What follows belongs to an exercise in optimizing a design on an open flow for small area, a short achievable clock period and few clock cycles per item; a production flow would make more cautious choices. The RTL was checked by simulation tests, not by an equivalence proof against the original design.

===== design/flow/flow/run.sh =====
#!/bin/bash
# Standard layout, with the port buffers made of sky130_fd_sc_hd__buf_2 cells instead of the
# buffer_ports default. All output goes to flow.log in the work folder.
set -o pipefail
export BUFFER_PORTS_ARGS="-buffer_cell sky130_fd_sc_hd__buf_2"
bash standard.sh > flow.log 2>&1

===== design/flow/standard.sh =====
#!/bin/bash
# synth_recipe.tcl (not shown) runs the flow's synth.tcl, then flattens the netlist and writes it again
# the make line also repeats each setting of config.mk as NAME=value (left out here)
make -C /OpenROAD-flow-scripts/flow DESIGN_CONFIG=/design/flow/config.mk WORK_HOME=/design/flow/orfs CLKGATE_MAP_FILE= SYNTH_SCRIPT=/design/flow/synth_recipe.tcl "${@:-finish}"

===== design/flow/config.mk =====
export PLATFORM = sky130hd
export DESIGN_NAME = date_difference_days_top
export DESIGN_NICKNAME = date_difference_days_top
export VERILOG_FILES = /design/flow/design.v
export SDC_FILE = /design/flow/constraint.sdc
export NUM_CORES = 4
export LEC_CHECK = 0
export CAP_MARGIN = 20
export CORE_MARGIN = 2
export CORE_UTILIZATION = 70
export GPL_ROUTABILITY_DRIVEN = 0
export GPL_TIMING_DRIVEN = 0
export SETUP_SLACK_MARGIN = 2.0
export SLEW_MARGIN = 20
export SYNTH_HIERARCHICAL = 1
export SYNTH_MINIMUM_KEEP_SIZE = 0

===== design/flow/constraint.sdc =====
create_clock -name core_clock -period 5.5 [get_ports {clk_i}]
set_input_delay 1.1000 -clock core_clock [delete_from_list [all_inputs] [get_ports {clk_i}]]
set_output_delay 1.1000 -clock core_clock [all_outputs]
set_load 0.01 [all_outputs]

===== design/flow/design.v =====
`timescale 1ns / 1ps
package dd_pkg;
  localparam int unsigned DAY_W   = 5;
  localparam int unsigned MONTH_W = 4;
  localparam int unsigned YEAR_W  = 14;
  localparam int unsigned DIFF_W  = 23;
endpackage
`timescale 1ns / 1ps
module date_difference_days_top #(
  parameter int unsigned YEAR_MAX = 9999
) (
  input  logic                      clk_i,
  input  logic                      rst_ni,
  input  logic                      valid_i,
  output logic                      stall_o,
  input  logic [dd_pkg::DAY_W-1:0]   first_day_i,
  input  logic [dd_pkg::MONTH_W-1:0] first_month_i,
  input  logic [dd_pkg::YEAR_W-1:0]  first_year_i,
  input  logic [dd_pkg::DAY_W-1:0]   second_day_i,
  input  logic [dd_pkg::MONTH_W-1:0] second_month_i,
  input  logic [dd_pkg::YEAR_W-1:0]  second_year_i,
  output logic                      valid_o,
  input  logic                      stall_i,
  output logic [dd_pkg::DIFF_W-1:0]  day_difference_o
);
  logic [1:0] valid_q;
  logic       adv;
  logic       hit;
  logic [3:0] flags_d, flags_q;
  assign flags_d = {second_year_i > 14'd9999, second_year_i == 14'd0,
                     first_year_i > 14'd9999, first_year_i == 14'd0};
  assign hit = (flags_d == flags_q);
  always_ff @(posedge clk_i or negedge rst_ni) begin
    if (!rst_ni) begin
      flags_q <= 4'd0;
    end else if (valid_i) begin
      flags_q <= flags_d;
    end
  end
  assign adv     = !(valid_q[1] && stall_i);
  assign stall_o = !(adv && hit);
  assign valid_o = valid_q[1];
  always_ff @(posedge clk_i or negedge rst_ni) begin
    if (!rst_ni) begin
      valid_q <= 2'b00;
    end else if (adv) begin
      valid_q <= {valid_q[0], valid_i && hit};
    end
  end
  logic [13:0] yc0, yc1;
  assign yc0 = flags_q[1] ? 14'd9999 : {first_year_i[13:1], first_year_i[0] | flags_q[0]};
  assign yc1 = flags_q[3] ? 14'd9999 : {second_year_i[13:1], second_year_i[0] | flags_q[2]};
  logic [11:0] q0, q1, qr0, qr1;
  assign q0  = yc0[13:2];
  assign q1  = yc1[13:2];
  assign qr0 = first_year_i[13:2];
  assign qr1 = second_year_i[13:2];
  logic [14:0] dlt_d;
  assign dlt_d = {1'b0, yc1} + {1'b0, ~yc0} + 15'd1;
  logic inv103;
  assign inv103 = ~first_day_i[0];
  logic e_s104, e_c105;
  dd_fa u_e_s104 (.a(second_day_i[0]), .b(inv103), .c(q1[0]), .s(e_s104), .co(e_c105));
  logic inv106;
  assign inv106 = ~first_day_i[1];
  logic e_s107, e_c108;
  dd_fa u_e_s107 (.a(second_day_i[1]), .b(inv106), .c(q1[1]), .s(e_s107), .co(e_c108));
  logic inv109;
  assign inv109 = ~q0[1];
  logic e_s110, e_c111;
  dd_fa u_e_s110 (.a(inv109), .b(e_c105), .c(e_s107), .s(e_s110), .co(e_c111));
  logic inv112;
  assign inv112 = ~first_day_i[2];
  logic e_s113, e_c114;
  dd_fa u_e_s113 (.a(second_day_i[2]), .b(inv112), .c(q1[2]), .s(e_s113), .co(e_c114));
  logic inv115;
  assign inv115 = ~q0[2];
  logic e_s116, e_c117;
  dd_fa u_e_s116 (.a(inv115), .b(e_c108), .c(e_s113), .s(e_s116), .co(e_c117));
  logic inv118;
  assign inv118 = ~first_day_i[3];
  logic e_s119, e_c120;
  dd_fa u_e_s119 (.a(second_day_i[3]), .b(inv118), .c(q1[3]), .s(e_s119), .co(e_c120));
  logic inv121;
  assign inv121 = ~q0[3];
  logic e_s122, e_c123;
  dd_fa u_e_s122 (.a(inv121), .b(e_c114), .c(e_s119), .s(e_s122), .co(e_c123));
  logic inv124;
  assign inv124 = ~first_day_i[4];
  logic e_s125, e_c126;
  dd_fa u_e_s125 (.a(second_day_i[4]), .b(inv124), .c(q1[4]), .s(e_s125), .co(e_c126));
  logic inv127;
  assign inv127 = ~q0[4];
  logic e_s128, e_c129;
  dd_fa u_e_s128 (.a(inv127), .b(e_c120), .c(e_s125), .s(e_s128), .co(e_c129));
  logic inv130;
  assign inv130 = ~q0[5];
  logic e_s131, e_c132;
  dd_fa u_e_s131 (.a(q1[5]), .b(inv130), .c(e_c126), .s(e_s131), .co(e_c132));
  logic e_h133;
  assign e_h133 = q1[6] ^ q0[6];
  logic e_k134;
  assign e_k134 = q1[6] & ~q0[6];
  logic e_h135;
  assign e_h135 = q1[7] ^ q0[7];
  logic e_k136;
  assign e_k136 = q1[7] & ~q0[7];
  logic e_h137;
  assign e_h137 = q1[8] ^ q0[8];
  logic e_k138;
  assign e_k138 = q1[8] & ~q0[8];
  logic e_h139;
  assign e_h139 = q1[9] ^ q0[9];
  logic e_k140;
  assign e_k140 = q1[9] & ~q0[9];
  logic e_h141;
  assign e_h141 = q1[10] ^ q0[10];
  logic e_k142;
  assign e_k142 = q1[10] & ~q0[10];
  logic e_h143;
  assign e_h143 = q1[11] ^ q0[11];
  logic e_k144;
  assign e_k144 = q1[11] & ~q0[11];
  logic [12:0] e_d;
  assign e_d = {e_k144, e_k142, e_k140, e_k138, e_k136, e_k134, ~e_h133, e_c129, e_c123, e_c117, e_c111, e_s110, ~q0[0]} + {1'b0, ~e_h143, ~e_h141, ~e_h139, ~e_h137, ~e_h135, e_c132, e_s131, e_s128, e_s122, e_s116, 1'b0, e_s104};
  logic inv1;
  assign inv1 = ~qr0[8];
  logic d0_s2, d0_c3;
  dd_fa u_d0_s2 (.a(qr0[0]), .b(qr0[3]), .c(inv1), .s(d0_s2), .co(d0_c3));
  logic inv4;
  assign inv4 = ~qr0[9];
  logic d0_s5, d0_c6;
  dd_fa u_d0_s5 (.a(qr0[1]), .b(qr0[4]), .c(inv4), .s(d0_s5), .co(d0_c6));
  logic d0_s7, d0_c8;
  dd_fa u_d0_s7 (.a(qr0[0]), .b(qr0[2]), .c(qr0[5]), .s(d0_s7), .co(d0_c8));
  logic inv9;
  assign inv9 = ~qr0[10];
  logic d0_s10, d0_c11;
  dd_fa u_d0_s10 (.a(inv9), .b(d0_c6), .c(d0_s7), .s(d0_s10), .co(d0_c11));
  logic d0_s12, d0_c13;
  dd_fa u_d0_s12 (.a(qr0[1]), .b(qr0[3]), .c(qr0[6]), .s(d0_s12), .co(d0_c13));
  logic inv14;
  assign inv14 = ~qr0[11];
  logic d0_s15, d0_c16;
  dd_fa u_d0_s15 (.a(inv14), .b(d0_c8), .c(d0_s12), .s(d0_s15), .co(d0_c16));
  logic d0_s17;
  assign d0_s17 = ~(qr0[2] ^ qr0[4]);
  logic d0_c18;
  assign d0_c18 = qr0[2] | qr0[4];
  logic d0_s19, d0_c20;
  dd_fa u_d0_s19 (.a(qr0[7]), .b(d0_c13), .c(d0_s17), .s(d0_s19), .co(d0_c20));
  logic d0_s21;
  assign d0_s21 = ~(qr0[3] ^ qr0[5]);
  logic d0_c22;
  assign d0_c22 = qr0[3] | qr0[5];
  logic d0_s23, d0_c24;
  dd_fa u_d0_s23 (.a(qr0[8]), .b(d0_c18), .c(d0_s21), .s(d0_s23), .co(d0_c24));
  logic d0_s25;
  assign d0_s25 = ~(qr0[4] ^ qr0[6]);
  logic d0_c26;
  assign d0_c26 = qr0[4] | qr0[6];
  logic d0_s27, d0_c28;
  dd_fa u_d0_s27 (.a(qr0[9]), .b(d0_c22), .c(d0_s25), .s(d0_s27), .co(d0_c28));
  logic d0_s29;
  assign d0_s29 = ~(qr0[5] ^ qr0[7]);
  logic d0_c30;
  assign d0_c30 = qr0[5] | qr0[7];
  logic d0_s31, d0_c32;
  dd_fa u_d0_s31 (.a(qr0[10]), .b(d0_c26), .c(d0_s29), .s(d0_s31), .co(d0_c32));
  logic d0_s33;
  assign d0_s33 = ~(qr0[6] ^ qr0[8]);
  logic d0_c34;
  assign d0_c34 = qr0[6] | qr0[8];
  logic d0_s35, d0_c36;
  dd_fa u_d0_s35 (.a(qr0[11]), .b(d0_c30), .c(d0_s33), .s(d0_s35), .co(d0_c36));
  logic d0_s37;
  assign d0_s37 = ~(qr0[7] ^ qr0[9]);
  logic d0_c38;
  assign d0_c38 = qr0[7] | qr0[9];
  logic d0_h39, d0_k40;
  dd_ha u_d0_h39 (.a(d0_c34), .b(d0_s37), .s(d0_h39), .co(d0_k40));
  logic d0_s41;
  assign d0_s41 = ~(qr0[8] ^ qr0[10]);
  logic d0_c42;
  assign d0_c42 = qr0[8] | qr0[10];
  logic d0_h43, d0_k44;
  dd_ha u_d0_h43 (.a(d0_c38), .b(d0_s41), .s(d0_h43), .co(d0_k44));
  logic d0_s45;
  assign d0_s45 = ~(qr0[9] ^ qr0[11]);
  logic d0_c46;
  assign d0_c46 = qr0[9] | qr0[11];
  logic d0_h47, d0_k48;
  dd_ha u_d0_h47 (.a(d0_c42), .b(d0_s45), .s(d0_h47), .co(d0_k48));
  logic d0_s49;
  assign d0_s49 = ~(qr0[10] ^ d0_c46);
  logic d0_c50;
  assign d0_c50 = qr0[10] | d0_c46;
  logic d0_s51;
  assign d0_s51 = ~(qr0[11] ^ d0_c50);
  logic [21:0] p0;
  assign p0 = {d0_s51, d0_k48, d0_k44, d0_k40, d0_h39, d0_c32, d0_c28, d0_c24, d0_c20, d0_c16, d0_c11, d0_s10, d0_c3, d0_s2, qr0[2], qr0[1], qr0[0], ~qr0[4], ~qr0[3], ~qr0[2], ~qr0[1], 1'b1} + {1'b0, d0_s49, d0_h47, d0_h43, d0_c36, d0_s35, d0_s31, d0_s27, d0_s23, d0_s19, d0_s15, 1'b0, d0_s5, 1'b0, ~qr0[7], ~qr0[6], ~qr0[5], 1'b0, 1'b0, 1'b0, 1'b0, ~qr0[0]};
  logic inv52;
  assign inv52 = ~qr1[8];
  logic d1_s53, d1_c54;
  dd_fa u_d1_s53 (.a(qr1[0]), .b(qr1[3]), .c(inv52), .s(d1_s53), .co(d1_c54));
  logic inv55;
  assign inv55 = ~qr1[9];
  logic d1_s56, d1_c57;
  dd_fa u_d1_s56 (.a(qr1[1]), .b(qr1[4]), .c(inv55), .s(d1_s56), .co(d1_c57));
  logic d1_s58, d1_c59;
  dd_fa u_d1_s58 (.a(qr1[0]), .b(qr1[2]), .c(qr1[5]), .s(d1_s58), .co(d1_c59));
  logic inv60;
  assign inv60 = ~qr1[10];
  logic d1_s61, d1_c62;
  dd_fa u_d1_s61 (.a(inv60), .b(d1_c57), .c(d1_s58), .s(d1_s61), .co(d1_c62));
  logic d1_s63, d1_c64;
  dd_fa u_d1_s63 (.a(qr1[1]), .b(qr1[3]), .c(qr1[6]), .s(d1_s63), .co(d1_c64));
  logic inv65;
  assign inv65 = ~qr1[11];
  logic d1_s66, d1_c67;
  dd_fa u_d1_s66 (.a(inv65), .b(d1_c59), .c(d1_s63), .s(d1_s66), .co(d1_c67));
  logic d1_s68;
  assign d1_s68 = ~(qr1[2] ^ qr1[4]);
  logic d1_c69;
  assign d1_c69 = qr1[2] | qr1[4];
  logic d1_s70, d1_c71;
  dd_fa u_d1_s70 (.a(qr1[7]), .b(d1_c64), .c(d1_s68), .s(d1_s70), .co(d1_c71));
  logic d1_s72;
  assign d1_s72 = ~(qr1[3] ^ qr1[5]);
  logic d1_c73;
  assign d1_c73 = qr1[3] | qr1[5];
  logic d1_s74, d1_c75;
  dd_fa u_d1_s74 (.a(qr1[8]), .b(d1_c69), .c(d1_s72), .s(d1_s74), .co(d1_c75));
  logic d1_s76;
  assign d1_s76 = ~(qr1[4] ^ qr1[6]);
  logic d1_c77;
  assign d1_c77 = qr1[4] | qr1[6];
  logic d1_s78, d1_c79;
  dd_fa u_d1_s78 (.a(qr1[9]), .b(d1_c73), .c(d1_s76), .s(d1_s78), .co(d1_c79));
  logic d1_s80;
  assign d1_s80 = ~(qr1[5] ^ qr1[7]);
  logic d1_c81;
  assign d1_c81 = qr1[5] | qr1[7];
  logic d1_s82, d1_c83;
  dd_fa u_d1_s82 (.a(qr1[10]), .b(d1_c77), .c(d1_s80), .s(d1_s82), .co(d1_c83));
  logic d1_s84;
  assign d1_s84 = ~(qr1[6] ^ qr1[8]);
  logic d1_c85;
  assign d1_c85 = qr1[6] | qr1[8];
  logic d1_s86, d1_c87;
  dd_fa u_d1_s86 (.a(qr1[11]), .b(d1_c81), .c(d1_s84), .s(d1_s86), .co(d1_c87));
  logic d1_s88;
  assign d1_s88 = ~(qr1[7] ^ qr1[9]);
  logic d1_c89;
  assign d1_c89 = qr1[7] | qr1[9];
  logic d1_h90, d1_k91;
  dd_ha u_d1_h90 (.a(d1_c85), .b(d1_s88), .s(d1_h90), .co(d1_k91));
  logic d1_s92;
  assign d1_s92 = ~(qr1[8] ^ qr1[10]);
  logic d1_c93;
  assign d1_c93 = qr1[8] | qr1[10];
  logic d1_h94, d1_k95;
  dd_ha u_d1_h94 (.a(d1_c89), .b(d1_s92), .s(d1_h94), .co(d1_k95));
  logic d1_s96;
  assign d1_s96 = ~(qr1[9] ^ qr1[11]);
  logic d1_c97;
  assign d1_c97 = qr1[9] | qr1[11];
  logic d1_h98, d1_k99;
  dd_ha u_d1_h98 (.a(d1_c93), .b(d1_s96), .s(d1_h98), .co(d1_k99));
  logic d1_s100;
  assign d1_s100 = ~(qr1[10] ^ d1_c97);
  logic d1_c101;
  assign d1_c101 = qr1[10] | d1_c97;
  logic d1_s102;
  assign d1_s102 = ~(qr1[11] ^ d1_c101);
  logic [21:0] p1;
  assign p1 = {d1_s102, d1_k99, d1_k95, d1_k91, d1_h90, d1_c83, d1_c79, d1_c75, d1_c71, d1_c67, d1_c62, d1_s61, d1_c54, d1_s53, qr1[2], qr1[1], qr1[0], ~qr1[4], ~qr1[3], ~qr1[2], ~qr1[1], 1'b1} + {1'b0, d1_s100, d1_h98, d1_h94, d1_c87, d1_s86, d1_s82, d1_s78, d1_s74, d1_s70, d1_s66, 1'b0, d1_s56, 1'b0, ~qr1[7], ~qr1[6], ~qr1[5], 1'b0, 1'b0, 1'b0, 1'b0, ~qr1[0]};
  logic [6:0] c0_d, c1_d;
  logic       lj0_d, lj1_d;
  assign c0_d  = p0[21:15];
  assign c1_d  = p1[21:15];
  assign lj0_d = !flags_q[1] && !flags_q[0] && (first_year_i[1:0] == 2'd0)
                 && ((p0[14:10] != 5'd0) || (p0[16:15] == 2'd0)) && (first_month_i <= 4'd2);
  assign lj1_d = !flags_q[3] && !flags_q[2] && (second_year_i[1:0] == 2'd0)
                 && ((p1[14:10] != 5'd0) || (p1[16:15] == 2'd0)) && (second_month_i <= 4'd2);
  logic [14:0] dlt_q;
  logic [12:0] e_q;
  logic [6:0]  c0_q, c1_q;
  logic [0:0]  lj0_q, lj1_q;
  logic [3:0]  m0_q, m1_q;
  logic        big0_q, big1_q;
  always_ff @(posedge clk_i) begin
    if (adv) begin
      big0_q <= flags_q[1];
      big1_q <= flags_q[3];
      m0_q  <= first_month_i;
      m1_q  <= second_month_i;
      dlt_q <= dlt_d;
      e_q   <= e_d;
      c0_q  <= c0_d;
      c1_q  <= c1_d;
      lj0_q <= lj0_d;
      lj1_q <= lj1_d;
    end
  end
  localparam logic [143:0] BTAB  = 144'ha753a9d4e98445e6d45aa5cf05a1d87c0000;
  localparam logic [143:0] NBTAB = 144'h58ac562b167bba192ba55a30fa5e2783ffff;
  logic [8:0] b1, nb0;
  assign b1  = BTAB[9 * m1_q +: 9];
  assign nb0 = NBTAB[9 * m0_q +: 9];
  logic [6:0] c0, c1;
  assign c0 = big0_q ? 7'd99 : c0_q;
  assign c1 = big1_q ? 7'd99 : c1_q;
  logic s_s145;
  assign s_s145 = dlt_q[0] ^ lj1_q[0];
  logic s_c146;
  assign s_c146 = dlt_q[0] & lj1_q[0];
  logic s_s147, s_c148;
  dd_fa u_s_s147 (.a(e_q[0]), .b(lj0_q[0]), .c(c1[2]), .s(s_s147), .co(s_c148));
  logic s_s149, s_c150;
  dd_fa u_s_s149 (.a(c0[0]), .b(b1[0]), .c(nb0[0]), .s(s_s149), .co(s_c150));
  logic s_s151, s_c152;
  dd_fa u_s_s151 (.a(c1[0]), .b(c0[2]), .c(s_s145), .s(s_s151), .co(s_c152));
  logic inv153;
  assign inv153 = ~s_s151;
  logic s_s154, s_c155;
  dd_fa u_s_s154 (.a(s_s147), .b(s_s149), .c(inv153), .s(s_s154), .co(s_c155));
  logic s_s156;
  assign s_s156 = dlt_q[0] ^ dlt_q[1];
  logic s_c157;
  assign s_c157 = dlt_q[0] & dlt_q[1];
  logic s_s158, s_c159;
  dd_fa u_s_s158 (.a(e_q[1]), .b(c1[3]), .c(c0[1]), .s(s_s158), .co(s_c159));
  logic inv160;
  assign inv160 = ~b1[1];
  logic s_s161, s_c162;
  dd_fa u_s_s161 (.a(c1[1]), .b(c0[3]), .c(inv160), .s(s_s161), .co(s_c162));
  logic inv163;
  assign inv163 = ~nb0[1];
  logic s_s164, s_c165;
  dd_fa u_s_s164 (.a(inv163), .b(s_c146), .c(s_s156), .s(s_s164), .co(s_c165));
  logic s_s166, s_c167;
  dd_fa u_s_s166 (.a(s_c148), .b(s_s158), .c(s_c150), .s(s_s166), .co(s_c167));
  logic s_s168, s_c169;
  dd_fa u_s_s168 (.a(s_s161), .b(s_c152), .c(s_s164), .s(s_s168), .co(s_c169));
  logic inv170;
  assign inv170 = ~s_s168;
  logic s_s171, s_c172;
  dd_fa u_s_s171 (.a(s_s166), .b(s_c155), .c(inv170), .s(s_s171), .co(s_c172));
  logic s_s173;
  assign s_s173 = dlt_q[1] ^ dlt_q[2];
  logic s_c174;
  assign s_c174 = dlt_q[1] & dlt_q[2];
  logic s_s175, s_c176;
  dd_fa u_s_s175 (.a(e_q[2]), .b(c1[4]), .c(c0[2]), .s(s_s175), .co(s_c176));
  logic inv177;
  assign inv177 = ~b1[2];
  logic s_s178, s_c179;
  dd_fa u_s_s178 (.a(c1[2]), .b(c0[4]), .c(inv177), .s(s_s178), .co(s_c179));
  logic inv180;
  assign inv180 = ~nb0[2];
  logic s_s181, s_c182;
  dd_fa u_s_s181 (.a(inv180), .b(s_c157), .c(s_s173), .s(s_s181), .co(s_c182));
  logic inv183;
  assign inv183 = ~s_c162;
  logic s_s184, s_c185;
  dd_fa u_s_s184 (.a(s_c159), .b(s_s175), .c(inv183), .s(s_s184), .co(s_c185));
  logic s_s186, s_c187;
  dd_fa u_s_s186 (.a(s_s178), .b(s_c165), .c(s_s181), .s(s_s186), .co(s_c187));
  logic inv188;
  assign inv188 = ~s_c169;
  logic s_s189, s_c190;
  dd_fa u_s_s189 (.a(s_c167), .b(s_s184), .c(inv188), .s(s_s189), .co(s_c190));
  logic inv191;
  assign inv191 = ~s_s186;
  logic s_s192, s_c193;
  dd_fa u_s_s192 (.a(inv191), .b(s_c172), .c(s_s189), .s(s_s192), .co(s_c193));
  logic s_s194, s_c195;
  dd_fa u_s_s194 (.a(dlt_q[2]), .b(dlt_q[3]), .c(c1[3]), .s(s_s194), .co(s_c195));
  logic s_s196, s_c197;
  dd_fa u_s_s196 (.a(e_q[3]), .b(c1[5]), .c(c0[3]), .s(s_s196), .co(s_c197));
  logic inv198;
  assign inv198 = ~c0[5];
  logic s_s199, s_c200;
  dd_fa u_s_s199 (.a(inv198), .b(b1[3]), .c(nb0[3]), .s(s_s199), .co(s_c200));
  logic inv201;
  assign inv201 = ~s_c176;
  logic s_s202, s_c203;
  dd_fa u_s_s202 (.a(s_c174), .b(inv201), .c(s_s194), .s(s_s202), .co(s_c203));
  logic inv204;
  assign inv204 = ~s_c179;
  logic s_s205, s_c206;
  dd_fa u_s_s205 (.a(s_s196), .b(inv204), .c(s_s199), .s(s_s205), .co(s_c206));
  logic inv207;
  assign inv207 = ~s_c185;
  logic s_s208, s_c209;
  dd_fa u_s_s208 (.a(s_c182), .b(s_s202), .c(inv207), .s(s_s208), .co(s_c209));
  logic inv210;
  assign inv210 = ~s_s205;
  logic s_s211, s_c212;
  dd_fa u_s_s211 (.a(inv210), .b(s_c187), .c(s_s208), .s(s_s211), .co(s_c212));
  logic inv213;
  assign inv213 = ~s_s211;
  logic s_s214, s_c215;
  dd_fa u_s_s214 (.a(s_c190), .b(inv213), .c(s_c193), .s(s_s214), .co(s_c215));
  logic s_s216, s_c217;
  dd_fa u_s_s216 (.a(dlt_q[0]), .b(dlt_q[3]), .c(dlt_q[4]), .s(s_s216), .co(s_c217));
  logic s_s218;
  assign s_s218 = c1[4] ^ c0[6];
  logic s_c219;
  assign s_c219 = c1[4] & c0[6];
  logic s_s220, s_c221;
  dd_fa u_s_s220 (.a(e_q[4]), .b(c1[6]), .c(c0[4]), .s(s_s220), .co(s_c221));
  logic inv222;
  assign inv222 = ~s_s216;
  logic s_s223, s_c224;
  dd_fa u_s_s223 (.a(b1[4]), .b(nb0[4]), .c(inv222), .s(s_s223), .co(s_c224));
  logic s_s225, s_c226;
  dd_fa u_s_s225 (.a(s_c197), .b(s_s220), .c(s_c200), .s(s_s225), .co(s_c226));
  logic inv227;
  assign inv227 = ~s_s223;
  logic s_s228, s_c229;
  dd_fa u_s_s228 (.a(s_c195), .b(s_s218), .c(inv227), .s(s_s228), .co(s_c229));
  logic inv230;
  assign inv230 = ~s_c203;
  logic s_s231, s_c232;
  dd_fa u_s_s231 (.a(inv230), .b(s_c206), .c(s_s225), .s(s_s231), .co(s_c232));
  logic inv233;
  assign inv233 = ~s_s231;
  logic s_s234, s_c235;
  dd_fa u_s_s234 (.a(s_s228), .b(s_c209), .c(inv233), .s(s_s234), .co(s_c235));
  logic s_h236;
  assign s_h236 = s_c212 ^ s_s234;
  logic s_k237;
  assign s_k237 = ~(s_c212 | s_s234);
  logic s_s238, s_c239;
  dd_fa u_s_s238 (.a(dlt_q[1]), .b(dlt_q[4]), .c(dlt_q[5]), .s(s_s238), .co(s_c239));
  logic inv240;
  assign inv240 = ~c1[5];
  logic s_s241, s_c242;
  dd_fa u_s_s241 (.a(e_q[5]), .b(inv240), .c(c0[5]), .s(s_s241), .co(s_c242));
  logic inv243;
  assign inv243 = ~s_c217;
  logic s_s244, s_c245;
  dd_fa u_s_s244 (.a(b1[5]), .b(nb0[5]), .c(inv243), .s(s_s244), .co(s_c245));
  logic inv246;
  assign inv246 = ~s_c221;
  logic s_s247, s_c248;
  dd_fa u_s_s247 (.a(s_s238), .b(s_c219), .c(inv246), .s(s_s247), .co(s_c248));
  logic s_s249, s_c250;
  dd_fa u_s_s249 (.a(s_s241), .b(s_c224), .c(s_s244), .s(s_s249), .co(s_c250));
  logic inv251;
  assign inv251 = ~s_c226;
  logic s_s252, s_c253;
  dd_fa u_s_s252 (.a(s_s247), .b(inv251), .c(s_c229), .s(s_s252), .co(s_c253));
  logic inv254;
  assign inv254 = ~s_s252;
  logic s_s255, s_c256;
  dd_fa u_s_s255 (.a(s_s249), .b(s_c232), .c(inv254), .s(s_s255), .co(s_c256));
  logic inv257;
  assign inv257 = ~s_c235;
  logic s_s258, s_c259;
  dd_fa u_s_s258 (.a(inv257), .b(s_s255), .c(s_k237), .s(s_s258), .co(s_c259));
  logic s_s260, s_c261;
  dd_fa u_s_s260 (.a(dlt_q[2]), .b(dlt_q[5]), .c(dlt_q[6]), .s(s_s260), .co(s_c261));
  logic s_s262;
  assign s_s262 = ~(e_q[6] ^ c0[6]);
  logic s_c263;
  assign s_c263 = e_q[6] | c0[6];
  logic inv264;
  assign inv264 = ~c1[6];
  logic s_s265, s_c266;
  dd_fa u_s_s265 (.a(inv264), .b(b1[6]), .c(nb0[6]), .s(s_s265), .co(s_c266));
  logic inv267;
  assign inv267 = ~s_c242;
  logic s_s268, s_c269;
  dd_fa u_s_s268 (.a(s_c239), .b(s_s260), .c(inv267), .s(s_s268), .co(s_c269));
  logic s_s270, s_c271;
  dd_fa u_s_s270 (.a(s_s262), .b(s_s265), .c(s_c245), .s(s_s270), .co(s_c271));
  logic inv272;
  assign inv272 = ~s_c250;
  logic s_s273, s_c274;
  dd_fa u_s_s273 (.a(s_c248), .b(s_s268), .c(inv272), .s(s_s273), .co(s_c274));
  logic inv275;
  assign inv275 = ~s_s270;
  logic s_s276, s_c277;
  dd_fa u_s_s276 (.a(inv275), .b(s_c253), .c(s_s273), .s(s_s276), .co(s_c277));
  logic s_h278;
  assign s_h278 = s_c256 ^ s_s276;
  logic s_k279;
  assign s_k279 = s_c256 & ~s_s276;
  logic s_s280, s_c281;
  dd_fa u_s_s280 (.a(dlt_q[3]), .b(dlt_q[6]), .c(dlt_q[7]), .s(s_s280), .co(s_c281));
  logic s_s282, s_c283;
  dd_fa u_s_s282 (.a(dlt_q[0]), .b(e_q[7]), .c(b1[7]), .s(s_s282), .co(s_c283));
  logic inv284;
  assign inv284 = ~nb0[7];
  logic s_s285, s_c286;
  dd_fa u_s_s285 (.a(inv284), .b(s_c261), .c(s_s280), .s(s_s285), .co(s_c286));
  logic s_s287, s_c288;
  dd_fa u_s_s287 (.a(s_c263), .b(s_c266), .c(s_s282), .s(s_s287), .co(s_c288));
  logic inv289;
  assign inv289 = ~s_s287;
  logic s_s290, s_c291;
  dd_fa u_s_s290 (.a(s_s285), .b(s_c269), .c(inv289), .s(s_s290), .co(s_c291));
  logic inv292;
  assign inv292 = ~s_c271;
  logic s_s293, s_c294;
  dd_fa u_s_s293 (.a(inv292), .b(s_s290), .c(s_c274), .s(s_s293), .co(s_c294));
  logic s_h295;
  assign s_h295 = s_c277 ^ s_s293;
  logic s_k296;
  assign s_k296 = ~(s_c277 | s_s293);
  logic s_s297, s_c298;
  dd_fa u_s_s297 (.a(dlt_q[4]), .b(dlt_q[7]), .c(dlt_q[8]), .s(s_s297), .co(s_c298));
  logic s_s299, s_c300;
  dd_fa u_s_s299 (.a(dlt_q[0]), .b(dlt_q[1]), .c(e_q[8]), .s(s_s299), .co(s_c300));
  logic s_s301;
  assign s_s301 = ~(b1[8] ^ nb0[8]);
  logic s_c302;
  assign s_c302 = b1[8] | nb0[8];
  logic inv303;
  assign inv303 = ~s_s299;
  logic s_s304, s_c305;
  dd_fa u_s_s304 (.a(s_c281), .b(s_s297), .c(inv303), .s(s_s304), .co(s_c305));
  logic inv306;
  assign inv306 = ~s_c286;
  logic s_s307, s_c308;
  dd_fa u_s_s307 (.a(s_c283), .b(s_s301), .c(inv306), .s(s_s307), .co(s_c308));
  logic inv309;
  assign inv309 = ~s_s304;
  logic s_s310, s_c311;
  dd_fa u_s_s310 (.a(inv309), .b(s_c288), .c(s_s307), .s(s_s310), .co(s_c311));
  logic inv312;
  assign inv312 = ~s_s310;
  logic s_s313, s_c314;
  dd_fa u_s_s313 (.a(s_c291), .b(inv312), .c(s_c294), .s(s_s313), .co(s_c314));
  logic s_s315, s_c316;
  dd_fa u_s_s315 (.a(dlt_q[5]), .b(dlt_q[8]), .c(dlt_q[9]), .s(s_s315), .co(s_c316));
  logic s_s317, s_c318;
  dd_fa u_s_s317 (.a(dlt_q[1]), .b(dlt_q[2]), .c(e_q[9]), .s(s_s317), .co(s_c318));
  logic inv319;
  assign inv319 = ~s_c300;
  logic s_s320, s_c321;
  dd_fa u_s_s320 (.a(s_c298), .b(inv319), .c(s_s315), .s(s_s320), .co(s_c321));
  logic inv322;
  assign inv322 = ~s_c305;
  logic s_s323, s_c324;
  dd_fa u_s_s323 (.a(s_s317), .b(s_c302), .c(inv322), .s(s_s323), .co(s_c324));
  logic inv325;
  assign inv325 = ~s_s320;
  logic s_s326, s_c327;
  dd_fa u_s_s326 (.a(inv325), .b(s_c308), .c(s_s323), .s(s_s326), .co(s_c327));
  logic s_h328, s_k329;
  dd_ha u_s_h328 (.a(s_c311), .b(s_s326), .s(s_h328), .co(s_k329));
  logic s_s330, s_c331;
  dd_fa u_s_s330 (.a(dlt_q[6]), .b(dlt_q[9]), .c(dlt_q[10]), .s(s_s330), .co(s_c331));
  logic s_s332, s_c333;
  dd_fa u_s_s332 (.a(dlt_q[2]), .b(dlt_q[3]), .c(e_q[10]), .s(s_s332), .co(s_c333));
  logic inv334;
  assign inv334 = ~s_c316;
  logic s_s335;
  assign s_s335 = ~(inv334 ^ s_c318);
  logic s_c336;
  assign s_c336 = inv334 | s_c318;
  logic inv337;
  assign inv337 = ~s_s332;
  logic s_s338, s_c339;
  dd_fa u_s_s338 (.a(s_s330), .b(inv337), .c(s_c321), .s(s_s338), .co(s_c339));
  logic inv340;
  assign inv340 = ~s_s338;
  logic s_s341, s_c342;
  dd_fa u_s_s341 (.a(s_s335), .b(s_c324), .c(inv340), .s(s_s341), .co(s_c342));
  logic s_h343, s_k344;
  dd_ha u_s_h343 (.a(s_c327), .b(s_s341), .s(s_h343), .co(s_k344));
  logic s_s345, s_c346;
  dd_fa u_s_s345 (.a(dlt_q[7]), .b(dlt_q[10]), .c(dlt_q[11]), .s(s_s345), .co(s_c346));
  logic s_s347, s_c348;
  dd_fa u_s_s347 (.a(dlt_q[3]), .b(dlt_q[4]), .c(e_q[11]), .s(s_s347), .co(s_c348));
  logic inv349;
  assign inv349 = ~s_c331;
  logic s_s350;
  assign s_s350 = ~(inv349 ^ s_c333);
  logic s_c351;
  assign s_c351 = inv349 | s_c333;
  logic inv352;
  assign inv352 = ~s_s345;
  logic s_s353, s_c354;
  dd_fa u_s_s353 (.a(inv352), .b(s_s347), .c(s_c336), .s(s_s353), .co(s_c354));
  logic inv355;
  assign inv355 = ~s_c339;
  logic s_s356, s_c357;
  dd_fa u_s_s356 (.a(s_s350), .b(inv355), .c(s_s353), .s(s_s356), .co(s_c357));
  logic s_h358, s_k359;
  dd_ha u_s_h358 (.a(s_c342), .b(s_s356), .s(s_h358), .co(s_k359));
  logic s_s360, s_c361;
  dd_fa u_s_s360 (.a(dlt_q[8]), .b(dlt_q[11]), .c(dlt_q[12]), .s(s_s360), .co(s_c361));
  logic s_s362, s_c363;
  dd_fa u_s_s362 (.a(dlt_q[4]), .b(dlt_q[5]), .c(e_q[12]), .s(s_s362), .co(s_c363));
  logic inv364;
  assign inv364 = ~s_c348;
  logic s_s365, s_c366;
  dd_fa u_s_s365 (.a(s_c346), .b(inv364), .c(s_s360), .s(s_s365), .co(s_c366));
  logic inv367;
  assign inv367 = ~s_s365;
  logic s_s368, s_c369;
  dd_fa u_s_s368 (.a(s_s362), .b(s_c351), .c(inv367), .s(s_s368), .co(s_c369));
  logic s_s370, s_c371;
  dd_fa u_s_s370 (.a(s_c354), .b(s_s368), .c(s_c357), .s(s_s370), .co(s_c371));
  logic s_s372, s_c373;
  dd_fa u_s_s372 (.a(dlt_q[9]), .b(dlt_q[12]), .c(dlt_q[13]), .s(s_s372), .co(s_c373));
  logic s_s374;
  assign s_s374 = ~(dlt_q[5] ^ dlt_q[6]);
  logic s_c375;
  assign s_c375 = dlt_q[5] | dlt_q[6];
  logic inv376;
  assign inv376 = ~s_c363;
  logic s_s377, s_c378;
  dd_fa u_s_s377 (.a(s_c361), .b(inv376), .c(s_s372), .s(s_s377), .co(s_c378));
  logic inv379;
  assign inv379 = ~s_s374;
  logic s_s380, s_c381;
  dd_fa u_s_s380 (.a(inv379), .b(s_c366), .c(s_s377), .s(s_s380), .co(s_c381));
  logic s_h382;
  assign s_h382 = s_c369 ^ s_s380;
  logic s_k383;
  assign s_k383 = s_c369 & ~s_s380;
  logic s_s384, s_c385;
  dd_fa u_s_s384 (.a(dlt_q[10]), .b(dlt_q[13]), .c(dlt_q[14]), .s(s_s384), .co(s_c385));
  logic inv386;
  assign inv386 = ~s_c373;
  logic s_s387, s_c388;
  dd_fa u_s_s387 (.a(dlt_q[6]), .b(dlt_q[7]), .c(inv386), .s(s_s387), .co(s_c388));
  logic inv389;
  assign inv389 = ~s_c375;
  logic s_s390, s_c391;
  dd_fa u_s_s390 (.a(inv389), .b(s_s384), .c(s_c378), .s(s_s390), .co(s_c391));
  logic inv392;
  assign inv392 = ~s_s387;
  logic s_s393, s_c394;
  dd_fa u_s_s393 (.a(inv392), .b(s_c381), .c(s_s390), .s(s_s393), .co(s_c394));
  logic inv395;
  assign inv395 = ~dlt_q[11];
  logic s_s396, s_c397;
  dd_fa u_s_s396 (.a(dlt_q[7]), .b(dlt_q[8]), .c(inv395), .s(s_s396), .co(s_c397));
  logic inv398;
  assign inv398 = ~s_s396;
  logic s_s399, s_c400;
  dd_fa u_s_s399 (.a(dlt_q[14]), .b(s_c385), .c(inv398), .s(s_s399), .co(s_c400));
  logic inv401;
  assign inv401 = ~s_c388;
  logic s_s402, s_c403;
  dd_fa u_s_s402 (.a(inv401), .b(s_s399), .c(s_c391), .s(s_s402), .co(s_c403));
  logic s_s404;
  assign s_s404 = ~(dlt_q[8] ^ dlt_q[9]);
  logic s_c405;
  assign s_c405 = dlt_q[8] | dlt_q[9];
  logic inv406;
  assign inv406 = ~dlt_q[12];
  logic s_s407, s_c408;
  dd_fa u_s_s407 (.a(inv406), .b(s_c397), .c(s_s404), .s(s_s407), .co(s_c408));
  logic s_h409;
  assign s_h409 = s_s407 ^ s_c400;
  logic s_k410;
  assign s_k410 = s_s407 & ~s_c400;
  logic s_s411;
  assign s_s411 = ~(dlt_q[9] ^ dlt_q[10]);
  logic s_c412;
  assign s_c412 = dlt_q[9] | dlt_q[10];
  logic inv413;
  assign inv413 = ~dlt_q[13];
  logic s_s414, s_c415;
  dd_fa u_s_s414 (.a(inv413), .b(s_c405), .c(s_s411), .s(s_s414), .co(s_c415));
  logic s_h416, s_k417;
  dd_ha u_s_h416 (.a(s_c408), .b(s_s414), .s(s_h416), .co(s_k417));
  logic inv418;
  assign inv418 = ~dlt_q[14];
  logic s_s419, s_c420;
  dd_fa u_s_s419 (.a(dlt_q[10]), .b(dlt_q[11]), .c(inv418), .s(s_s419), .co(s_c420));
  logic s_s421, s_c422;
  dd_fa u_s_s421 (.a(s_c412), .b(s_s419), .c(s_c415), .s(s_s421), .co(s_c422));
  logic s_s423;
  assign s_s423 = ~(dlt_q[11] ^ dlt_q[12]);
  logic s_c424;
  assign s_c424 = dlt_q[11] | dlt_q[12];
  logic s_h425, s_k426;
  dd_ha u_s_h425 (.a(s_c420), .b(s_s423), .s(s_h425), .co(s_k426));
  logic s_s427;
  assign s_s427 = ~(dlt_q[12] ^ dlt_q[13]);
  logic s_c428;
  assign s_c428 = dlt_q[12] | dlt_q[13];
  logic s_h429, s_k430;
  dd_ha u_s_h429 (.a(s_c424), .b(s_s427), .s(s_h429), .co(s_k430));
  logic s_s431, s_c432;
  dd_fa u_s_s431 (.a(dlt_q[13]), .b(dlt_q[14]), .c(s_c428), .s(s_s431), .co(s_c432));
  logic [22:0] ra_d, rb_d, ra_q, rb_q;
  assign ra_d = {dlt_q[14], s_k430, s_k426, s_h425, s_k417, s_k410, s_h409, s_c394, s_k383, s_h382, s_k359, s_k344, s_k329, s_h328, s_k296, s_k279, s_h278, s_s258, s_h236, s_s214, s_s192, s_s171, s_s154};
  assign rb_d = {s_c432, s_s431, s_h429, s_c422, s_s421, s_h416, s_c403, s_s402, s_s393, s_c371, s_s370, s_h358, s_h343, s_c314, s_s313, s_h295, s_c259, 1'b0, s_c215, 1'b0, 1'b0, 1'b0, 1'b0};
  always_ff @(posedge clk_i) begin
    if (adv) begin
      ra_q <= ra_d;
      rb_q <= rb_d;
    end
  end
  assign day_difference_o = (ra_q ^ 23'h01a040) + (rb_q ^ 23'h01c300);
endmodule
module dd_fa (
  input  logic a,
  input  logic b,
  input  logic c,
  output logic s,
  output logic co
);
  assign s  = a ^ b ^ c;
  assign co = (a & b) | (a & c) | (b & c);
endmodule
module dd_ha (
  input  logic a,
  input  logic b,
  output logic s,
  output logic co
);
  assign s  = a ^ b;
  assign co = a & b;
endmodule

==> impl_metrics.toml, run 1 <==
[layout]
drive_gt1_share_pct = 28.6
fin_nets = 1472
fin_area_mm2 = 0.0133
insertedDiodeCount = 0
nFillCells = 656
synthToLayoutAreaGrowth_pct = 24.4

[synth]
yosysTopAreaCell = "edfxtp_1"
synthArstFlopShare_pct = 5.94
post-synth-top-count-cell = "inv_1"
synth_cell_type_count = 64
synth-compound-area-share_pct = 9.30
ys_dominant_reg_cell = "edfxtp_1"
synth_xor_area_share_pct = 4.64
ys_seq_area_share_pct = 28.0
synthAdderAreaFrac_pct = 40.1
syn_inst = 987
syn_area_per_cell_um2 = 10.9
yosys-top-cells-count = "inv_1 (188), ha_1 (137), fa_1 (129)"
netlist_area_mm2 = 0.0107
synth.area.mux_share_pct = 1.48
synth_edf_count = 95
synth.top_cell.area_share_pct = 26.6
synth_top_family_by_area = "adder cells"
synth_area_leaders = "edfxtp_1 (27%), fa_1 (24%), ha_1 (16%)"
ys_seq_elements = 101
yosys_warnings = 7
synthSimpleGateAreaFrac_pct = 9.32
synth_nets = 1303

[route]
wl_um = 27800
drc = 0
dr.first_iter.drc_count = 658
viasPerCell = 6.04
firstDrtPassIters = 5
num_vias = 8149
postRouteAntennaNets = 0
wl_per_cell_um = 20.6

[sta]
relSlewSlack_pct = 66.7
skew_ns = 0.0108
min_period_over_period_pct = 72.7
final_hold_viol_count = 0
max_freq_ghz = 0.250
worst_slew_pin_slew_ns = 0.500
maxSlewViolCount = 0
min_period_ns = 4.00
setup_viol = 0
rsz0062_at_grt = "true"
tns_ns = 0

[global_route]
grt.overflow.total = 0
grt_max_degree = 64
antenna_found_initial = 0
grt_usage_pct = 32.6
grt_pass1_wl_um = 40600
grt_pass1_vias = 8149

[floorplanning]
row_count = 45
start_util_pct = 71.1
num_io_pins = 75
coreArea_mm2 = 0.0151
chipHeight_um = 128
dieArea_mm2 = 0.0163
die_w_um = 128

[setup_path]
end_kind = "flop"
critPathMaxFanout = 3
critPathLaunchType = "input pin"
worstPathRequired_ns = 5.62
crit_arrival_ns = 4.12
critPathKind = "input pin to flop"

[clock_tree]
clk_latency_ns = 0.36
clk_pin_slew_ns = 0.07
cts_tree = "built"
cts.sink_count = 101
cts_buffers = 9
cts.path.max_buffers = 2
hold_buffers = 0
clock-root-buffer = "clkbuf_16"
cts_max_level = 3

[min_path]
hp-class = "flop to flop"

[place]
io_buffers = 74
hpwl_um = 18000
place_area_mm2 = 0.0115

[status]
outcome = "complete, no violations"

[run]
cap_violations = 0
-- critical path, stage by stage --
cell and delay [ns]:
buf_8 0.10, fa_1 0.58, fa_1 0.47, ha_4 0.30
nand3_1 0.09, o41a_1 0.42, buf_4 0.18, buf_6 0.11
o21ai_4 0.15, xor2_2 0.23, o221ai_2 0.14, and4_1 0.24
-- path summary, 6_finish.rpt --
path / start / end / slack [ns] / depth (start not counted)
max in group asynchronous: rst_ni / flags_q[1] / 4.81 / 1
worst min-delay path: flags_q[3] / big1_q / 0.49 / 0
worst min register to register: flags_q[3] / big1_q / 0.49 / 0
worst max register to register: m1_q[1] / ra_q[5] / 1.56 / 13
min in group asynchronous: rst_ni / valid_q[1] / 0.54 / 1
worst max-delay path: first_year_i[8] / lj0_q / 1.50 / 12
-- per-layer routing --
| metal | vias to the layer above | track usage (%) | wire length (µm) |
|---|---|---|---|
| met5 | - | 0 | 0 |
| met4 | 0 | 14.3 | 1190 |
| met3 | 104 | 4.38 | 1560 |
| met2 | 416 | 56.6 | 14100 |
| met1 | 3971 | 41.4 | 11000 |
| li1 | 3658 | - | - |
-- through the flow --
| stage | worst slack [ns] | utilization, % | instances | hold WS (ns) |
|---|---|---|---|---|
| 2_1_floorplan | 1.43 | - | 987 | 0.423 |
| 3_3_place_gp | 1.02 | 76.2 | 1249 | 0.443 |
| 3_5_place_dp | 0.994 | 76.4 | 1250 | 0.454 |
| 4_1_cts | 1.56 | 85.5 | 1329 | 0.471 |
| 5_1_grt | 1.50 | 88.4 | 1349 | 0.507 |
| 6_report | 1.50 | 88.4 | 1349 | 0.492 |
-- state kept, by name, indices dropped and copies added (netlist names) --
register and cells:
ra_q 23, rb_q 18, dlt_q 15, e_q 13
c0_q 7, c1_q 7, flags_q 4, m0_q 4
m1_q 4, valid_q 2, big0_q 1, big1_q 1
lj0_q 1, lj1_q 1
-- cells in the final DEF, fill, tap and decap left out, types with 11 or more instances in the layout --
| cell type | instances |
|---|---|
| inv_1 | 175 |
| nand2_1 | 40 |
| a21o_1 | 14 |
| ha_4 | 22 |
| edfxtp_1 | 95 |
| fa_1 | 113 |
| xor2_1 | 21 |
| nor2b_1 | 15 |
| fa_2 | 16 |
| o21ai_0 | 23 |
| nand2b_1 | 13 |
| buf_2 | 63 |
| buf_6 | 19 |
| xnor2_1 | 32 |
| ha_1 | 112 |
| a21oi_1 | 24 |
| buf_4 | 71 |
| nor2_1 | 47 |
| nor3_1 | 11 |
| or2_2 | 11 |
-- logic make-up (layout without fill, tap and decap cells) --
kind of cell	count (synthesis)	count (layout)
flip-flops	101	101
AND/OR/NAND/NOR	199	199
adder cells (fa/ha/maj)	266	266
buffers and inverters	201	375
multiplexers	15	15
AO/OA/AOI/OAI	149	149
XOR/XNOR	56	56
-- cell type report --
| class | count | area, µm² | area share [%] |
|---|---|---|---|
| Tap cell | 188 | 235 | 1.76 |
| Sequential cell | 101 | 3000 | 22.5 |
| Clock inverter | 6 | 46.3 | 0.347 |
| Buffer | 12 | 103 | 0.769 |
| Multi-Input combinational cell | 685 | 7780 | 58.3 |
| Clock buffer | 10 | 239 | 1.79 |
| Inverter | 189 | 734 | 5.51 |
| Timing Repair Buffer | 158 | 1200 | 8.97 |
-- modules after synthesis, one instance, submodules excluded --
module / copies in the design / area, µm² / flops+latches / cells inside
date_difference_days_top: 1 / 8110 / 101 / 852
dd_ha: 12 / 12.5 / 0 / 1
dd_fa: 123 / 20.0 / 0 / 1
-- repair_timing --
| action | 4_1_cts | 5_1_grt |
|---|---|---|
| endpoints found under the setup margin | 38 | 46 |
| buffers inserted | 63 | 20 |
| gates resized for setup | 132 | 62 |
| pin swaps | 75 | 54 |
Testbench counts, summed over its fixed seeds: cycles 12,016, items 12,000.
==> run 2: changes to the inputs <==
--- a/design/flow/config.mk
+++ b/design/flow/config.mk
@@ -11,5 +11,5 @@
 export GPL_ROUTABILITY_DRIVEN = 0
 export GPL_TIMING_DRIVEN = 0
-export SETUP_SLACK_MARGIN = 2.0
+export SETUP_SLACK_MARGIN = 1.5
 export SLEW_MARGIN = 20
 export SYNTH_HIERARCHICAL = 1
==> run 2 against run 1 <==
  * Via count decreased by 9.1%
  * Critical path depth is 1 lower
  * Global-route usage decreased by 4.6 points
  * Die area unchanged
  * Final cell count down 4.6%
  * First-iteration DRC count fell by 20%
  * Still clean on timing, DRC and antenna
  * Non-clock buffer count is 62 lower
  * Final area down 9.3%
  * Register-to-register slack worse by 0.03 ns
==> impl_metrics.toml, run 2 <==
[clock_tree]
cts.sink_count = 101
hold_buffers = 0
clock-root-buffer = "clkbuf_16"
clk_pin_slew_ns = 0.07
cts.path.max_buffers = 2
cts_buffers = 9
cts_tree = "built"
cts_max_level = 3
clk_latency_ns = 0.36

[floorplanning]
dieArea_mm2 = 0.0163
die_w_um = 128
num_io_pins = 75
start_util_pct = 71.1
row_count = 45
coreArea_mm2 = 0.0151
chipHeight_um = 128

[global_route]
busiest_layer = "met2"
grt.met1_usage_pct = 38.5
grtUsageMet3_pct = 2.80
grt_max_degree = 98
grt_pass1_vias = 7214
met2_usage_pct = 48.6
grt_pass1_wl_um = 35300
grt.overflow.total = 0
antenna_found_initial = 0
grt_usage_pct = 28.1

[status]
outcome = "complete, no violations"

[synth]
ys_seq_elements = 101
synthArstFlopShare_pct = 5.94
yosys-top-cells-count = "inv_1 (188), ha_1 (137), fa_1 (129)"
synth_nets = 1303
syn_inst = 987
synth_area_leaders = "edfxtp_1 (27%), fa_1 (24%), ha_1 (16%)"
synth_xor_area_share_pct = 4.64
synth.top_cell.area_share_pct = 26.6
synth_edf_count = 95
synth.area.mux_share_pct = 1.48
netlist_area_mm2 = 0.0107
synth_cell_type_count = 64
yosysTopAreaCell = "edfxtp_1"
synthSimpleGateAreaFrac_pct = 9.32
synthAdderAreaFrac_pct = 40.1
ys_seq_area_share_pct = 28.0
synth-compound-area-share_pct = 9.30
syn_area_per_cell_um2 = 10.9
ys_dominant_reg_cell = "edfxtp_1"
yosys_warnings = 7
post-synth-top-count-cell = "inv_1"
synth_top_family_by_area = "adder cells"

[layout]
nFillCells = 944
largest_reg_flops = 23
instances_no_fill = 1287
regMostFlops = "ra_q"
final_common_cell = "inv_1"
reg_top3 = "ra_q (23), rb_q (18), dlt_q (15)"
fin_area_mm2 = 0.0121
synthToLayoutAreaGrowth_pct = 12.8
fin_nets = 1410
insertedDiodeCount = 0
drive_gt1_share_pct = 17.0
layout_common_cells = "inv_1 (185), ha_1 (132), fa_1 (123), edfxtp_1 (95), buf_2 (71)"

[setup_path]
worstSetupPathDepth = 11
r2r_cells = 12
critPathMaxFanout = 6
end_kind = "flop"
path_delay_family = "compound AO/OA/AOI/OAI gates"
cp_slowest_stage_delay_ns = 0.55
cp_cell_sequence = "buf_6, fa_1, fa_1, ha_4, a31o_4, a21oi_2, o41a_1, a21oi_4, a221o_2, o41ai_4, a41oi_2"
cp_slowest_cell = "fa_1"
critPathLaunchType = "input pin"
worst-r2r-setup-slack_ns = 1.53
r2r-start = "m1_q[2]"
path_common_cell = "fa_1"
critPathKind = "input pin to flop"
reg2reg_to = "ra_q[5]"
crit_arrival_ns = 4.05
worstPathRequired_ns = 5.57
cp.buffers_inverters = 1

[min_path]
hp-class = "flop to flop"
min_from = "flags_q[3]"
worstHoldPathCells = 0
min_to = "big1_q"

[place]
dp.cells = 1249
io_buffers = 74
place_area_mm2 = 0.0114
hpwl_um = 17600

[sta]
min_period_over_period_pct = 72.3
final_hold_viol_count = 0
worst_slew_pin_slew_ns = 0.926
min_period_ns = 3.98
setup_viol = 0
maxSlewViolCount = 0
rsz0062_at_grt = "true"
relSlewSlack_pct = 38.3
tns_ns = 0
max_freq_ghz = 0.251
skew_ns = 0.0125

[route]
wl_per_cell_um = 17.3
wl_um = 22300
dr.first_iter.drc_count = 529
postRouteAntennaNets = 0
drc = 0
firstDrtPassIters = 5
viasPerCell = 5.76
num_vias = 7410

[run]
cap_violations = 0
[run 2: cell families after synthesis]
group	count (synthesis)
xor gates and xnor gates	56
muxes	15
AOI/OAI and AO/OA	149
and+or+nand+nor	199
buffers and inverters	201
adders and majority gates	266
DFF	101
[run 2: final cells by class]
cell class	count	area (µm²)	area share, %
Multi-Input combinational cell	685	7210	59.6
Clock inverter	5	60.1	0.496
Inverter	189	712	5.89
Clock buffer	11	243	2.01
Buffer	12	82.6	0.683
Sequential cell	101	3000	24.8
Tap cell	188	235	1.94
Timing Repair Buffer	96	556	4.59
[run 2: per-module statistics from Yosys (local to each module, per instance)]
module / cells / flip-flops and latches / times used / cell area (µm²)
dd_fa: 1 / 0 / 123 / 20.0
date_difference_days_top: 852 / 101 / 1 / 8110
dd_ha: 1 / 0 / 12 / 12.5
[run 2: how the worst max path moves through the flow]
stage                     from      end  slack (ns)
4_1_cts                m1_q[2]  ra_q[5]        1.48
6_report       first_year_i[5]  c0_q[6]        1.52
2_1_floorplan  first_year_i[3]  c0_q[6]        1.43
3_3_place_gp   first_year_i[3]  c0_q[6]        1.03
3_5_place_dp   first_year_i[3]  c0_q[6]        1.01
5_1_grt                m0_q[2]  ra_q[5]        1.44
[run 2: per-layer routing]
layer	vias to the layer above	part of all wire [%]	wire (µm)
met5	-	0	0
met4	0	1.9	419
met3	25	4.2	938
met2	230	50	11300
met1	3625	43	9700
li1	3530	-	-
[run 2: repair_timing]
item / in CTS / in global routing
buffers inserted: 9 / 13
gates resized for setup: 27 / 39
setup endpoints to repair: 6 / 14
cloned: 0 / 0
endpoints found under the hold margin: 0 / 0
pin swaps: 11 / 22
[run 2: per-stage QoR]
stage	util [%]	setup WS [ns]	hold WS, ns
finish	80.2	1.52	0.453
detailed placement	75.3	1.01	0.436
global route	80.2	1.44	0.459
floorplan	-	1.43	0.423
CTS	78.4	1.48	0.453
global placement	75.2	1.03	0.437
[run 2: worst register-to-register path: stages, from the launching register on]
cell	delay [ns]
edfxtp_1	0.45
buf_8	0.17
inv_4	0.06
ha_1	0.23
mux2_2	0.28
fa_2	0.34
fa_1	0.49
fa_1	0.54
inv_1	0.06
fa_1	0.47
inv_1	0.04
ha_2	0.16
fa_1	0.42

[afterwards: timing with drivers on the ports]
No port has a modelled driver above. Below, the same layouts with a new extraction and two added sets of constraints. Step 1: set_driving_cell puts a clkbuf_16 on clk_i and a buf_2 on each other input, an assumption about the parent block. Step 2 also shifts input and output timing later by t, the mid clock arrival at the registers, as if the neighbouring blocks saw the same clock. Slacks: ideal ports / drivers / drivers and shift; pairs: ideal ports / drivers.
run	t (ns)	slack for setup (ns)	hold slack, ns	worst setup path after step 2
run 1	0.404	1.500 / 1.507 / 1.103	0.492 / 0.492 / 0.492	input to register
run 2	0.397	1.522 / 1.525 / 1.141	0.453 / 0.453 / 0.453	input to register
After both steps every run listed still meets setup and hold. The setup slack of run 1, which loses most, moves by +0.007 ns with the drivers and by -0.397 ns with both steps.
